This design comes from an exercise in tuning for small area, a short achievable clock period and few clock cycles per item on the open sky130 flow, not from production work. Function was checked by simulation only, so behaviour that the tests miss may differ from the original. No activity file was given, so power comes from the tool's default toggle rates.

===== design/flow/flow/run.sh =====
#!/bin/bash
# Own layout flow: the standard synthesis unchanged, then the standard
# ORFS steps with these changes:
#   - ports buffered with buf_2 instead of the default delay buffer
#   - resizing not restricted to matching footprints, so the repair can
#     size the port buffers and other cells on critical paths
#   - CTS with larger sink clusters and no dummy loads
# Each step's full output goes to a log file of its own here.
set -euo pipefail
bash standard.sh synth > synth.log 2>&1
bash standard.sh \
  MATCH_CELL_FOOTPRINT=0 \
  "BUFFER_PORTS_ARGS=-buffer_cell sky130_fd_sc_hd__buf_1" \
  "CTS_ARGS=-sink_clustering_enable -repair_clock_nets -dont_use_dummy_load -sink_clustering_size 30 -sink_clustering_max_diameter 100" \
  finish > layout.log 2>&1

===== design/flow/standard.sh =====
#!/bin/bash
# synth_recipe.tcl (not shown) runs the flow's synth.tcl, then flattens the netlist and writes it again
# the make line also repeats each setting of config.mk as NAME=value (left out here)
make -C /OpenROAD-flow-scripts/flow DESIGN_CONFIG=/design/flow/config.mk WORK_HOME=/design/flow/orfs CLKGATE_MAP_FILE= SYNTH_SCRIPT=/design/flow/synth_recipe.tcl "${@:-finish}"

===== design/flow/config.mk =====
export PLATFORM = sky130hd
export DESIGN_NAME = xadac_issue
export DESIGN_NICKNAME = xadac_issue
export VERILOG_FILES = /design/flow/design.v
export SDC_FILE = /design/flow/constraint.sdc
export NUM_CORES = 4
export LEC_CHECK = 0
export CAP_MARGIN = 20
export CORE_MARGIN = 2
export CORE_UTILIZATION = 40
export PLACE_DENSITY = 0.5
export SETUP_SLACK_MARGIN = 1.5
export SLEW_MARGIN = 20
export SYNTH_HIERARCHICAL = 1
export SYNTH_MINIMUM_KEEP_SIZE = 0

===== design/flow/constraint.sdc =====
create_clock -name core_clock -period 6.0 [get_ports {clk}]
set_input_delay 1.2000 -clock core_clock [delete_from_list [all_inputs] [get_ports {clk}]]
set_output_delay 1.2000 -clock core_clock [all_outputs]
set_load 0.01 [all_outputs]

===== design/flow/design.v =====
package xadac_pkg;
  localparam int unsigned VecDataWidth  = 64;
  localparam int unsigned VecSumWidth   = 32;
  localparam int unsigned VecElemWidth  = 8;
  localparam int unsigned IdWidth       = 4;
  localparam int unsigned RsDataWidth   = 32;
  localparam int unsigned NumRs         = 2;
  localparam int unsigned NumVs         = 3;
  localparam int unsigned VregAddrWidth = 5;
  localparam int unsigned InstrVdLsb  = 7;
  localparam int unsigned InstrVs1Lsb = 15;
  localparam int unsigned InstrVs2Lsb = 20;
  typedef logic [IdWidth-1:0]       id_t;
  typedef logic [VecDataWidth-1:0]  vec_t;
  typedef logic [VregAddrWidth-1:0] vreg_addr_t;
  typedef enum logic [1:0] {
    ST_IDLE = 2'd0,
    ST_DEC  = 2'd1,
    ST_EXE  = 2'd2,
    ST_RET  = 2'd3
  } state_e;
  typedef struct packed {
    id_t         id;
    logic [31:0] instr;
  } dec_req_t;
  typedef struct packed {
    id_t  id;
    logic accept;
  } dec_rsp_t;
  typedef struct packed {
    id_t                                    id;
    logic [31:0]                            instr;
    logic [NumRs-1:0][RsDataWidth-1:0]      rs_data;
    logic [NumVs-1:0][VecDataWidth-1:0]     vs_data;
  } exe_req_t;
  typedef struct packed {
    id_t        id;
    vreg_addr_t vd_addr;
    vec_t       vd_data;
    logic       vd_write;
  } exe_rsp_t;
  function automatic logic [VregAddrWidth-1:0] instr_vd(input logic [31:0] ins);
    instr_vd = ins[InstrVdLsb +: VregAddrWidth];
  endfunction
  function automatic logic [VregAddrWidth-1:0] instr_vs1(input logic [31:0] ins);
    instr_vs1 = ins[InstrVs1Lsb +: VregAddrWidth];
  endfunction
  function automatic logic [VregAddrWidth-1:0] instr_vs2(input logic [31:0] ins);
    instr_vs2 = ins[InstrVs2Lsb +: VregAddrWidth];
  endfunction
endpackage
import xadac_pkg::*;
module xadac_aoi222 (
  input  logic a0, b0, a1, b1, a2, b2,
  output logic y
);
  assign y = !((a0 && b0) || (a1 && b1) || (a2 && b2));
endmodule
module xadac_aoi22 (
  input  logic a0, b0, a1, b1,
  output logic y
);
  assign y = !((a0 && b0) || (a1 && b1));
endmodule
module xadac_vrf_dec
#(
  parameter int unsigned NumVregs = 32
) (
  input  logic [VregAddrWidth-1:0] i_addr,
  output logic [NumVregs-1:0]      o_sel
);
  always_comb begin
    for (int unsigned r = 0; r < NumVregs; r++) begin
      o_sel[r] = (i_addr == VregAddrWidth'(r));
    end
  end
endmodule
module xadac_vrf_rd
#(
  parameter int unsigned NumVregs = 32,
  parameter int unsigned Width    = VecDataWidth
) (
  input  logic [NumVregs-1:0]       i_sel,
  input  logic [NumVregs*Width-1:0] i_mem,
  output logic [Width-1:0]          o_data
);
  localparam int unsigned NumGrp = (NumVregs + 2) / 3;
  logic [NumVregs-1:0] w_sel;
  assign w_sel = i_sel;
  for (genvar b = 0; b < Width; b++) begin : g_bit
    logic [NumGrp-1:0] w_grp_n;
    for (genvar g = 0; g < NumGrp; g++) begin : g_grp
      if (3*g + 2 < NumVregs) begin : g_3
        xadac_aoi222 u_aoi (
          .a0(w_sel[3*g]),   .b0(i_mem[(3*g)*Width + b]),
          .a1(w_sel[3*g+1]), .b1(i_mem[(3*g+1)*Width + b]),
          .a2(w_sel[3*g+2]), .b2(i_mem[(3*g+2)*Width + b]),
          .y (w_grp_n[g])
        );
      end else if (3*g + 1 < NumVregs) begin : g_2
        xadac_aoi22 u_aoi (
          .a0(w_sel[3*g]),   .b0(i_mem[(3*g)*Width + b]),
          .a1(w_sel[3*g+1]), .b1(i_mem[(3*g+1)*Width + b]),
          .y (w_grp_n[g])
        );
      end else begin : g_1
        assign w_grp_n[g] = !(w_sel[3*g] && i_mem[(3*g)*Width + b]);
      end
    end
    assign o_data[b] = &w_grp_n;
  end
endmodule
import xadac_pkg::*;
module xadac_issue
#(
  parameter int unsigned NumVregs = 32,
  parameter int unsigned IdInit   = 0
) (
  input  logic                     clk,
  input  logic                     rst,
  input  logic                     instr_valid,
  output logic                     instr_ready,
  input  logic [31:0]              instr,
  output logic                     done_valid,
  output logic                     done_accept,
  output logic                     done_err,
  input  logic                     vrf_wr_en,
  input  logic [VregAddrWidth-1:0] vrf_wr_addr,
  input  logic [VecDataWidth-1:0]  vrf_wr_data,
  input  logic [VregAddrWidth-1:0] vrf_rd_addr,
  output logic [VecDataWidth-1:0]  vrf_rd_data,
  output logic                     mst_dec_req_valid,
  input  logic                     mst_dec_req_ready,
  output logic [IdWidth-1:0]       mst_dec_req_id,
  output logic [31:0]              mst_dec_req_instr,
  input  logic                     mst_dec_rsp_valid,
  output logic                     mst_dec_rsp_ready,
  input  logic [IdWidth-1:0]       mst_dec_rsp_id,
  input  logic                     mst_dec_rsp_accept,
  output logic                     mst_exe_req_valid,
  input  logic                     mst_exe_req_ready,
  output logic [IdWidth-1:0]       mst_exe_req_id,
  output logic [31:0]              mst_exe_req_instr,
  output logic [NumRs*RsDataWidth-1:0]  mst_exe_req_rs_data,
  output logic [NumVs*VecDataWidth-1:0] mst_exe_req_vs_data,
  input  logic                     mst_exe_rsp_valid,
  output logic                     mst_exe_rsp_ready,
  input  logic [IdWidth-1:0]       mst_exe_rsp_id,
  input  logic [VregAddrWidth-1:0] mst_exe_rsp_vd_addr,
  input  logic [VecDataWidth-1:0]  mst_exe_rsp_vd_data,
  input  logic                     mst_exe_rsp_vd_write
);
  logic                     r_dec;
  logic                     r_exe;
  logic [IdWidth-1:0]       r_id;
  logic [31:0]              r_instr;
  logic                     r_err;
  logic [VecDataWidth-1:0]  r_vs1;
  logic [VecDataWidth-1:0]  r_vs2;
  logic                     w_idle;
  logic                     w_take;
  logic                     w_dec_done;
  logic                     w_exe_done;
  logic                     w_exe_wr;
  logic                     w_host_wr;
  logic                     w_vrf_we;
  logic [VregAddrWidth-1:0] w_vrf_waddr;
  logic [VecDataWidth-1:0]  w_vrf_wdata;
  logic [VecDataWidth-1:0]  w_src_data;
  logic                     w_dec_err;
  logic                     w_exe_err;
  assign w_idle      = !r_dec && !r_exe;
  assign instr_ready = w_idle && !rst;
  assign w_take      = instr_ready && instr_valid;
  assign w_dec_done  = r_dec && mst_dec_rsp_valid;
  assign w_exe_done  = r_exe && mst_exe_rsp_valid;
  assign w_exe_wr    = w_exe_done && mst_exe_rsp_vd_write && !rst;
  assign w_host_wr   = vrf_wr_en && instr_ready;
  assign w_vrf_we    = w_exe_wr || w_host_wr;
  assign w_vrf_waddr = r_exe ? mst_exe_rsp_vd_addr : vrf_wr_addr;
  assign w_vrf_wdata = r_exe ? mst_exe_rsp_vd_data : vrf_wr_data;
  logic [NumVregs*VecDataWidth-1:0] r_mem;
  always_ff @(posedge clk) begin
    for (int unsigned r = 0; r < NumVregs; r++) begin
      if (w_vrf_we && w_vrf_waddr == VregAddrWidth'(r)) begin
        r_mem[r*VecDataWidth +: VecDataWidth] <= ~w_vrf_wdata;
      end
    end
  end
  logic [NumVregs-1:0] w_vs2_sel;
  logic [NumVregs-1:0] w_vd_sel;
  logic [NumVregs-1:0] r_src_sel;
  xadac_vrf_dec #(.NumVregs(NumVregs)) u_vs2_dec (
    .i_addr (instr[InstrVs2Lsb +: VregAddrWidth]),
    .o_sel  (w_vs2_sel)
  );
  xadac_vrf_dec #(.NumVregs(NumVregs)) u_vd_dec (
    .i_addr (r_instr[InstrVdLsb +: VregAddrWidth]),
    .o_sel  (w_vd_sel)
  );
  always_ff @(posedge clk) begin
    if (rst) begin
      r_src_sel <= '0;
    end else if (w_take) begin
      r_src_sel <= w_vs2_sel;
    end else if (w_dec_done) begin
      r_src_sel <= mst_dec_rsp_accept ? w_vd_sel : '0;
    end else if (w_exe_done) begin
      r_src_sel <= '0;
    end
  end
  localparam int unsigned NumSlc = 4;
  localparam int unsigned SlcW   = VecDataWidth / NumSlc;
  for (genvar s = 0; s < NumSlc; s++) begin : g_slc
    logic [NumVregs*SlcW-1:0] w_mem_slc;
    logic [NumVregs-1:0]      w_rd_sel;
    logic [NumVregs-1:0]      w_vs1_sel;
    logic [NumVregs-1:0]      w_src_sel;
    for (genvar r = 0; r < NumVregs; r++) begin : g_reg
      assign w_mem_slc[r*SlcW +: SlcW] = r_mem[r*VecDataWidth + s*SlcW +: SlcW];
    end
    xadac_vrf_dec #(.NumVregs(NumVregs)) u_rd_dec (
      .i_addr (vrf_rd_addr),
      .o_sel  (w_rd_sel)
    );
    xadac_vrf_dec #(.NumVregs(NumVregs)) u_vs1_dec (
      .i_addr (instr[InstrVs1Lsb +: VregAddrWidth]),
      .o_sel  (w_vs1_sel)
    );
    assign w_src_sel = ({NumVregs{w_idle}} & w_vs1_sel) | r_src_sel;
    xadac_vrf_rd #(
      .NumVregs(NumVregs),
      .Width   (SlcW)
    ) u_rd (
      .i_sel  (w_rd_sel),
      .i_mem  (w_mem_slc),
      .o_data (vrf_rd_data[s*SlcW +: SlcW])
    );
    xadac_vrf_rd #(
      .NumVregs(NumVregs),
      .Width   (SlcW)
    ) u_src (
      .i_sel  (w_src_sel),
      .i_mem  (w_mem_slc),
      .o_data (w_src_data[s*SlcW +: SlcW])
    );
  end
  assign w_dec_err = (mst_dec_rsp_id != r_id);
  assign w_exe_err = r_err || (mst_exe_rsp_id != r_id);
  always_ff @(posedge clk) begin
    if (rst) begin
      r_dec <= 1'b0;
      r_exe <= 1'b0;
      r_id  <= IdWidth'(IdInit);
    end else begin
      if (w_take) begin
        r_dec <= 1'b1;
      end
      if (w_dec_done) begin
        r_dec <= 1'b0;
        r_exe <= mst_dec_rsp_accept;
        if (!mst_dec_rsp_accept) begin
          r_id <= r_id + IdWidth'(1);
        end
      end
      if (w_exe_done) begin
        r_exe <= 1'b0;
        r_id  <= r_id + IdWidth'(1);
      end
    end
  end
  always_ff @(posedge clk) begin
    if (w_take) begin
      r_instr <= instr;
    end
    if (w_dec_done) begin
      r_err <= w_dec_err;
    end
    if (w_idle) begin
      r_vs1 <= (vrf_wr_en && vrf_wr_addr == instr[InstrVs1Lsb +: VregAddrWidth]) ?
               vrf_wr_data : w_src_data;
    end
    if (r_dec) begin
      r_vs2 <= w_src_data;
    end
  end
  assign mst_dec_req_valid = r_dec;
  assign mst_dec_rsp_ready = r_dec;
  assign mst_exe_req_valid = r_exe;
  assign mst_exe_rsp_ready = r_exe;
  assign mst_dec_req_id      = r_id;
  assign mst_dec_req_instr   = r_instr;
  assign mst_exe_req_id      = r_id;
  assign mst_exe_req_instr   = r_instr;
  assign mst_exe_req_rs_data = '0;
  assign mst_exe_req_vs_data = {w_src_data, r_vs2, r_vs1};
  assign done_valid  = w_dec_done && !mst_dec_rsp_accept || w_exe_done;
  assign done_accept = r_exe;
  assign done_err    = r_exe ? w_exe_err : w_dec_err;
endmodule

==> reports/qor.tcl, run 1 <==
set qor(cellLeakagePower_uw) 0.0351
set qor(area.growth.synth_to_final_pct) 21.1
set qor(htreeDepth) 3
set qor(synth_top_cell_area_share_pct) 72.3
set qor(die_area_um2) 233000
set qor(cts_hold_buf) 0
set qor(vias_in_the_first_global_route) 64600
set qor(floorplan.rows) 175
set qor(detailed_place.area_um2) 101000
set qor(antenna_found_initial) 10
set qor(netlist_top_cells_area) {sky130_fd_sc_hd__edfxtp_1, sky130_fd_sc_hd__a222oi_1, sky130_fd_sc_hd__nand4_1}
set qor(worstPathRequired_ps) 4800
set qor(crit_path_start_kind) {primary input}
set qor(synth_enable_flop_cells) 2209
set qor(portBuffers) 526
set qor(clock_tree.buffer_depth) 3
set qor(post-synth-top-area-cell) {sky130_fd_sc_hd__edfxtp_1}
set qor(die_w_um) 483
set qor(die_h_um) 483
set qor(ir_worst_vdd_uv) 203
set qor(critical_path_class) {in2out}
set qor(min_period_ps) 4800
set qor(timing.slew.headroom_pct) 28.3
set qor(endpoint_kind) {output pin}
set qor(global_route.usage.total_pct) 31.0
set qor(crit_path_frequent_cell) {sky130_fd_sc_hd__buf_12}
set qor(route.detailed.wl_per_inst_um) 40.0
set qor(numCtsBuffers) 101
set qor(totalPowerFinal_uw) 29000
set qor(synth.cell_area_um2) 91700
set qor(critical_path.max_stage_delay_ps) 480
set qor(worst_path_max_delay_cell) {sky130_fd_sc_hd__a222oi_1}
set qor(slew_viol_final) 0
set qor(synth_sequential_area_ratio_pct) 73.2
set qor(tns_ps) 0
set qor(hold_class) {in2reg}
set qor(max_slew.worst_pin.slew_ps) 1080
set qor(drive_gt1_share_pct) 26.5
set qor(initial_core_utilization_pct) 40.3
set qor(insertion_delay_ps) 810
set qor(setup_violation_total_in_the_final_timing_report) 0
set qor(io_pins) 593
set qor(max_freq_ghz) 0.208
set qor(ant_nets) 0
set qor(wl_um) 384000
set qor(timing.final.hold_violations) 0
set qor(synthesis.area_per_instance_um2) 17.6
set qor(period_share_pct) 80.1
set qor(cp.arrival_ps) 3600
set qor(grt_pass1_wl_um) 506000
set qor(synthFlopType) {sky130_fd_sc_hd__edfxtp_1}
set qor(gpl.final_weighted_congestion) 0.871
set qor(cts.reportedPaths.clkPinSlew_ps) 110
set qor(grt_start_max_net_pins) 79
set qor(core_area_um2) 228000
set qor(yosys_warnings) 8
set qor(routed_via_density) 7.18
set qor(ys_ff_latch) 2247
set qor(clockRootBuffer) {sky130_fd_sc_hd__clkbuf_16}
set qor(nets) 6770
set qor(run_status) {timing/DRC/antenna clean}
set qor(routed-via-count) 68900
set qor(netlist-cell-type-count) 42
set qor(detailedPlacementHpwl_um) 221000
set qor(max_cap_violations) 0
set qor(first_pass_iters) 13
set qor(tritoncts_num_sinks) 2247
set qor(worstPathCellList) {buf_12 -> buf_12 -> or3b_4 -> nor2_4 -> a21o_4 -> buf_4 -> a222oi_1 -> nand4_1 -> nor3_4 -> buf_2}
set qor(async_reset_ff_share_pct) 0
set qor(worstPathMaxFanout) 10
set qor(drtIter0Drc) 15600
set qor(rsz0062_at_grt) {yes}
set qor(final_area_um2) 111000
set qor(cts_tree) {built}
set qor(synthCells) 5223
set qor(overflow) 0
set qor(p_per_area_nw_per_um2) 261
set qor(remaining_drc_errors) 0
set qor(finClkSkew_ps) 102
[Yosys stat by module, one instance, submodules excluded, excerpt]
module | cells inside | flip-flops and latches | cell area (um2)
xadac_aoi222 | 1 | 0 | 10.0
xadac_aoi22 | 1 | 0 | 12.5
xadac_issue | 2833 | 2247 | 71500
[report_power, final]
group	leakage [uW]	switching (uW)	total [uW]	internal, uW
Combinational	0.0137	2240	3430	1190
Sequential	0.0202	85.2	17700	17600
Clock	0.00124	4830	7840	3010
[cells in the final DEF, fill, tap and decap left out, drive strengths merged, types with 64 or more instances in the layout]
| master | count |
|---|---|
| clkbuf | 136 |
| a21o | 138 |
| a222oi | 1312 |
| edfxtp | 2209 |
| nor3 | 137 |
| a22oi | 128 |
| mux2i | 65 |
| conb | 64 |
| mux2 | 65 |
| buf | 1314 |
| nand4 | 257 |
| nand3 | 144 |
| nor2 | 394 |
[repair_timing]
item                       4_1_cts  5_1_grt
setup endpoints to repair      128      127
gates cloned                    43       28
buffers inserted               157      156
gates resized for setup        741      293
pin swaps                      487      448
[synthesized netlist by cell type (all sizes together), types with 38 or more instances]
library cell,instances
edfxtp,2209
a222oi,1312
nor2,386
nand4,257
nand3,144
nor3,137
buf,130
a21o,128
a22oi,128
mux2,65
mux2i,65
clkbuf,50
dfxtp,38
[area by class of cell]
type	instances	area (um2)
multi-input combinational	2873	26200
inverter	4	15.0
sequential	2247	67100
fill	19200	117000
timing repair buffer	1349	11500
antenna	11	27.5
clock buffer	101	2530
tap	3009	3760
[logic make-up (layout without fill, tap and decap cells)]
| logic type | count (synthesis) | after routing | share of synthesized area [%] |
|---|---|---|---|
| compound gates | 1583 | 1593 | 17.2 |
| simple gates | 1061 | 1069 | 6.68 |
| mux | 130 | 130 | 1.51 |
| xor+xnor | 16 | 16 | 0.153 |
| flops | 2247 | 2247 | 73.2 |
| other cells | 1 | 75 | 0.00409 |
| buf+inv | 184 | 1454 | 1.23 |
| fa+ha+maj | 1 | 1 | 0.0136 |
[per-layer routing]
metal / vias to the layer above / GRT usage (%) / share of wire (%)
met3: 874 / 6.83 / 12
li1: 27200 / - / -
met5: - / 0 / 0.018
met4: 6 / 12.6 / 4.6
met1: 35200 / 40.8 / 36
met2: 5546 / 50.0 / 47
[sequential cells by signal, indices dropped and copies added (netlist names)]
name	flops
r_mem	2048
r_vs1	64
r_vs2	64
r_instr	32
r_src_sel	32
r_id	4
r_dec	1
r_err	1
r_exe	1
[through the flow]
stage                     cells  util (%)  worst slack (ps)  hold WS [ps]
after floorplan            5286         -               799           567
after global placement     9092      44.5               560           567
after detailed placement   9097      44.5               528           576
after CTS                  9398      47.5              1320           501
after global routing       9586      48.8              1170           520
final                      9594      48.8              1200           562
[worst paths after layout]
path	startpoint	to	slack [ps]	cells past startpoint
min reg2reg	r_id[1]	r_id[1]	590	2
min	instr[12]	r_instr[12]	560	1
max	instr[15]	mst_exe_req_vs_data[169]	1200	10
max reg2reg	r_exe	r_mem[227]	2150	5
[critical path: cells and delay by family]
family,cells,cell delay (ps)
AO/OA/AOI/OAI,2,750
buffers and inverters,4,620
AND/OR/NAND/NOR,4,990
Testbench counts, summed over its fixed seeds: cycles 16,871, instrs 4,000.
==> run 2, diff against run 1 <==
--- a/design/flow/flow/run.sh
+++ b/design/flow/flow/run.sh
@@ -13,3 +13,3 @@
   "BUFFER_PORTS_ARGS=-buffer_cell sky130_fd_sc_hd__buf_1" \
-  "CTS_ARGS=-sink_clustering_enable -repair_clock_nets -dont_use_dummy_load -sink_clustering_size 30 -sink_clustering_max_diameter 100" \
+  "CTS_ARGS=-sink_clustering_enable -repair_clock_nets -dont_use_dummy_load -sink_clustering_size 25 -sink_clustering_max_diameter 100" \
   finish > layout.log 2>&1
--- a/design/flow/config.mk
+++ b/design/flow/config.mk
@@ -11,3 +11,3 @@
 export PLACE_DENSITY = 0.5
-export SETUP_SLACK_MARGIN = 1.5
+export SETUP_SLACK_MARGIN = 2.0
 export SLEW_MARGIN = 20
==> reports/qor.tcl, run 2 <==
set qor(run_status) {timing/DRC/antenna clean}
set qor(r2r-start) {r_exe}
set qor(insertion_delay_ps) 770 ;# -40 ps
set qor(wl_um) 378000 ;# -1.7%
set qor(max_slew.worst_pin.slew_ps) 1090 ;# +9.89 ps
set qor(yosys_warnings) 8 ;# unchanged
set qor(synthFlopType) {sky130_fd_sc_hd__edfxtp_1}
set qor(worstPathRequired_ps) 4800 ;# about the same
set qor(worstPathMaxFanout) 8 ;# -2
set qor(p_per_area_nw_per_um2) 263 ;# +0.82%
set qor(clockRootBuffer) {sky130_fd_sc_hd__clkbuf_16}
set qor(setup_violation_total_in_the_final_timing_report) 0 ;# unchanged
set qor(remaining_drc_errors) 0 ;# unchanged
set qor(top_regs) {r_mem (2048), r_vs1 (64), r_vs2 (64)}
set qor(drtIter0Drc) 15200 ;# -2.8%
set qor(gpl.final_weighted_congestion) 0.907 ;# +4.1%
set qor(antenna_found_initial) 4 ;# -6
set qor(leading_cell_type_in_the_layout_fill_and_taps_excluded) {sky130_fd_sc_hd__edfxtp_1}
set qor(timing.slew.headroom_pct) 26.2 ;# -2.1 points
set qor(nFillCells) 19300 ;# +0.25%
set qor(vias_in_the_first_global_route) 64800 ;# +0.42%
set qor(drive_gt1_share_pct) 25.9 ;# -0.62 points
set qor(critical_path.max_stage_delay_ps) 460 ;# -20 ps
set qor(portBuffers) 526 ;# unchanged
set qor(ir_worst_vdd_uv) 214 ;# +5.3%
set qor(cellLeakagePower_uw) 0.0348 ;# -1.1%
set qor(whs_ps) 548 ;# -13.7 ps
set qor(max_freq_ghz) 0.205 ;# -1.5%
set qor(max_cap_violations) 0 ;# unchanged
set qor(netlist_top_cells_area) {sky130_fd_sc_hd__edfxtp_1, sky130_fd_sc_hd__a222oi_1, sky130_fd_sc_hd__nand4_1}
set qor(synthesis.area_per_instance_um2) 17.6 ;# unchanged
set qor(netlist-cell-type-count) 42 ;# unchanged
set qor(max_flop_register) {r_mem}
set qor(numCtsBuffers) 106 ;# +5.0%
set qor(cts.reportedPaths.clkPinSlew_ps) 100 ;# about the same
set qor(grt_start_max_net_pins) 85 ;# +7.6%
set qor(synth.cell_area_um2) 91700 ;# unchanged
set qor(htreeDepth) 3 ;# unchanged
set qor(period_share_pct) 81.3 ;# +1.2 points
set qor(detailedPlacementHpwl_um) 222000 ;# +0.31%
set qor(timing.critical_path.buf_inv) 6 ;# +2
set qor(finClkSkew_ps) 61.4 ;# -41.0 ps
set qor(die_h_um) 483 ;# unchanged
set qor(most_numerous_cell_types_in_the_synthesized_netlist) {sky130_fd_sc_hd__edfxtp_1, sky130_fd_sc_hd__a222oi_1, sky130_fd_sc_hd__nor2_1}
set qor(initial_core_utilization_pct) 40.3 ;# unchanged
set qor(worst_path_max_delay_cell) {sky130_fd_sc_hd__nand4_1}
set qor(final_cell_count_no_fill) 9529 ;# -0.68%
set qor(floorplan.rows) 175 ;# unchanged
set qor(crit_path_start_kind) {primary input}
set qor(mostFrequentLayoutCells) {sky130_fd_sc_hd__edfxtp_1, sky130_fd_sc_hd__a222oi_1, sky130_fd_sc_hd__buf_4, sky130_fd_sc_hd__buf_1, sky130_fd_sc_hd__nor2_1}
set qor(tns_ps) 0 ;# unchanged
set qor(io_pins) 593 ;# unchanged
set qor(slew_viol_final) 0 ;# unchanged
set qor(critical_path_depth) 12 ;# +2
set qor(critPathCapture) {mst_exe_req_vs_data[183]}
set qor(core_area_um2) 228000 ;# unchanged
set qor(rsz0062_at_grt) {yes}
set qor(post-synth-top-area-cell) {sky130_fd_sc_hd__edfxtp_1}
set qor(cp-startpoint) {instr[16]}
set qor(synth_sequential_area_ratio_pct) 73.2 ;# unchanged
set qor(ant_nets) 0 ;# unchanged
set qor(tritoncts_num_sinks) 2247 ;# unchanged
set qor(cts_hold_buf) 0 ;# unchanged
set qor(global_route.usage.total_pct) 30.8 ;# -0.22 points
set qor(worst-r2r-cell-count) 7 ;# +2
set qor(cp.arrival_ps) 3680 ;# +80 ps
set qor(worstPathCellList) {buf_12 -> clkbuf_16 -> buf_12 -> nand3b_1 -> nor2_1 -> a21o_2 -> buf_12 -> a222oi_1 -> nand4_1 -> nor3_2 -> buf_4 -> buf_6}
set qor(min_period_ps) 4880 ;# +72.2 ps
set qor(critical_path_class) {in2out}
set qor(overflow) 0 ;# unchanged
set qor(placedCellCount) 9093 ;# -0.044%
set qor(die_area_um2) 233000 ;# unchanged
set qor(timing.final.hold_violations) 0 ;# unchanged
set qor(r2r_setup_slack_ps) 2270 ;# +120 ps
set qor(ys_ff_latch) 2247 ;# unchanged
set qor(synth_top_cell_area_share_pct) 72.3 ;# unchanged
set qor(post-synth-top-count-cell) {sky130_fd_sc_hd__edfxtp_1}
set qor(cts_tree) {built}
set qor(critPathTopFamily) {simple AND/OR/NAND/NOR gates}
set qor(synth_enable_flop_cells) 2209 ;# unchanged
set qor(async_reset_ff_share_pct) 0 ;# unchanged
set qor(routed_via_density) 7.11 ;# -0.94%
set qor(die_w_um) 483 ;# unchanged
set qor(nets) 6711 ;# -0.87%
set qor(hold_class) {in2reg}
set qor(area_taken_by_multi_input_logic_gates_um2) 26200 ;# +0.13%
set qor(clock_tree.buffer_depth) 3 ;# unchanged
set qor(largest_reg_flops) 2048 ;# unchanged
set qor(route.detailed.wl_per_inst_um) 39.6 ;# -0.99%
set qor(area.growth.synth_to_final_pct) 20.2
set qor(crit_path_frequent_cell) {sky130_fd_sc_hd__buf_12}
set qor(endpoint_kind) {output pin}
set qor(r2r-end) {r_mem[94]}
set qor(area.sequential_um2) 67100 ;# unchanged
set qor(grt_pass1_wl_um) 503000 ;# -0.60%
set qor(synthCells) 5223 ;# unchanged
set qor(first_pass_iters) 11 ;# -2
set qor(routed-via-count) 67700 ;# -1.6%
run 2: cell counts after synthesis:
Identical to the previous run, type by type.
run 2: how the worst min path moves through the flow:
stage / from / to / cells after the start
2_1_floorplan: r_src_sel[17] / r_src_sel[17] / 2
3_3_place_gp: r_id[1] / r_id[1] / 2
3_5_place_dp: r_id[1] / r_id[1] / 2
4_1_cts: instr[6] / r_instr[6] / 1
5_1_grt: instr[9] / r_instr[9] / 1
6_report: instr[6] / r_instr[6] / 1
run 2: worst register-to-register path: cells and delay by family, from the launching register on:
| family | cells | cell delay, ps |
|---|---|---|
| simple gates | 3 | 1500 |
| buf+inv | 3 | 1180 |
| flops | 1 | 370 |
| compound gates | 1 | 380 |
run 2: layout make-up:
type / count / share of cell area (%)
antenna: 5 / 0.0114
clock buffer: 106 / 2.41
inverter: 4 / 0.0136
multi-input combinational: 2873 / 23.8
sequential: 2247 / 60.9
tap: 3009 / 3.42
timing repair buffer: 1285 / 9.48
run 2: stage by stage:
| step | area (um2) | util, % | worst slack, ps | power [uW] |
|---|---|---|---|---|
| 6_report | 110000 | 48.4 | 1120 | 29000 |
| 3_5_place_dp | 101000 | 44.3 | 432 | 20800 |
| 2_1_floorplan | 92100 | - | 1590 | 19500 |
| 3_3_place_gp | 101000 | 44.3 | 479 | 20800 |
| 4_1_cts | 109000 | 47.7 | 1210 | 28900 |
| 5_1_grt | 110000 | 48.4 | 1100 | 29800 |
run 2: cell families (layout without fill, tap and decap cells):
kind of cell / after synthesis / after routing / synth area share (%)
flops: 2247 / 2247 / 73.2
compound gates: 1583 / 1591 / 17.2
simple gates: 1061 / 1071 / 6.68
buf+inv: 184 / 1395 / 1.23
mux: 130 / 130 / 1.51
xor+xnor: 16 / 16 / 0.153
fa+ha+maj: 1 / 1 / 0.0136
other cells: 1 / 69 / 0.00409
run 2: per-module statistics from Yosys (local to each module, per instance), excerpt:
module | times used | cells inside | area, um2 | flip-flops and latches
xadac_aoi22 | 128 | 1 | 12.5 | 0
xadac_aoi222 | 1280 | 1 | 10.0 | 0
xadac_issue | 1 | 2833 | 71500 | 2247
run 2: per-layer routing:
metal | track usage (%) | share of wire, % | vias to the layer above
met5 | 0 | 0 | -
met4 | 14.7 | 5.6 | 0
met3 | 5.90 | 11 | 839
met2 | 49.3 | 46 | 5124
met1 | 40.5 | 37 | 34700
li1 | - | - | 27100
run 2: repair_timing:
item | CTS | global route
hold endpoints to repair | 0 | 0
pin swaps | 608 | 365
setup buffers | 188 | 84
setup endpoints to repair | 129 | 128
gates cloned | 41 | 11
gates resized for setup | 834 | 209
run 2: power breakdown:
group / internal [uW] / switching, uW / leakage (uW)
combinational: 1150 / 2150 / 0.0132
clock: 3150 / 4820 / 0.00131
sequential: 17600 / 84.9 / 0.0202
total: 21900 / 7060 / 0.0348

-- static timing again, ports no longer ideal --
The flow's constraints put no driver on any port. The routed layouts listed below were extracted and timed again, unchanged, in two steps.
Step 1, drivers: a clkbuf_16 drives clk and a buf_2 each remaining input, both assumed.
Step 2, shift: input delay + t, output delay - t, t = (earliest + latest rising clock arrival at the registers) / 2. This alone moves slack from input paths to output paths.
Slacks: ideal ports / drivers / drivers and shift; pairs: ideal ports / drivers.
run | t (ns) | setup WS [ns] | worst hold slack (ns)
run 1 | 0.861 | 1.196 / 1.056 / 1.056 | 0.562 / 0.495 / 0.589
run 2 | 0.859 | 1.123 / 0.934 / 0.934 | 0.548 / 0.483 / 0.593
After both steps every run listed still meets setup and hold. The setup slack of run 2, which loses most, moves by -0.189 ns with the drivers and by -0.189 ns with both steps.
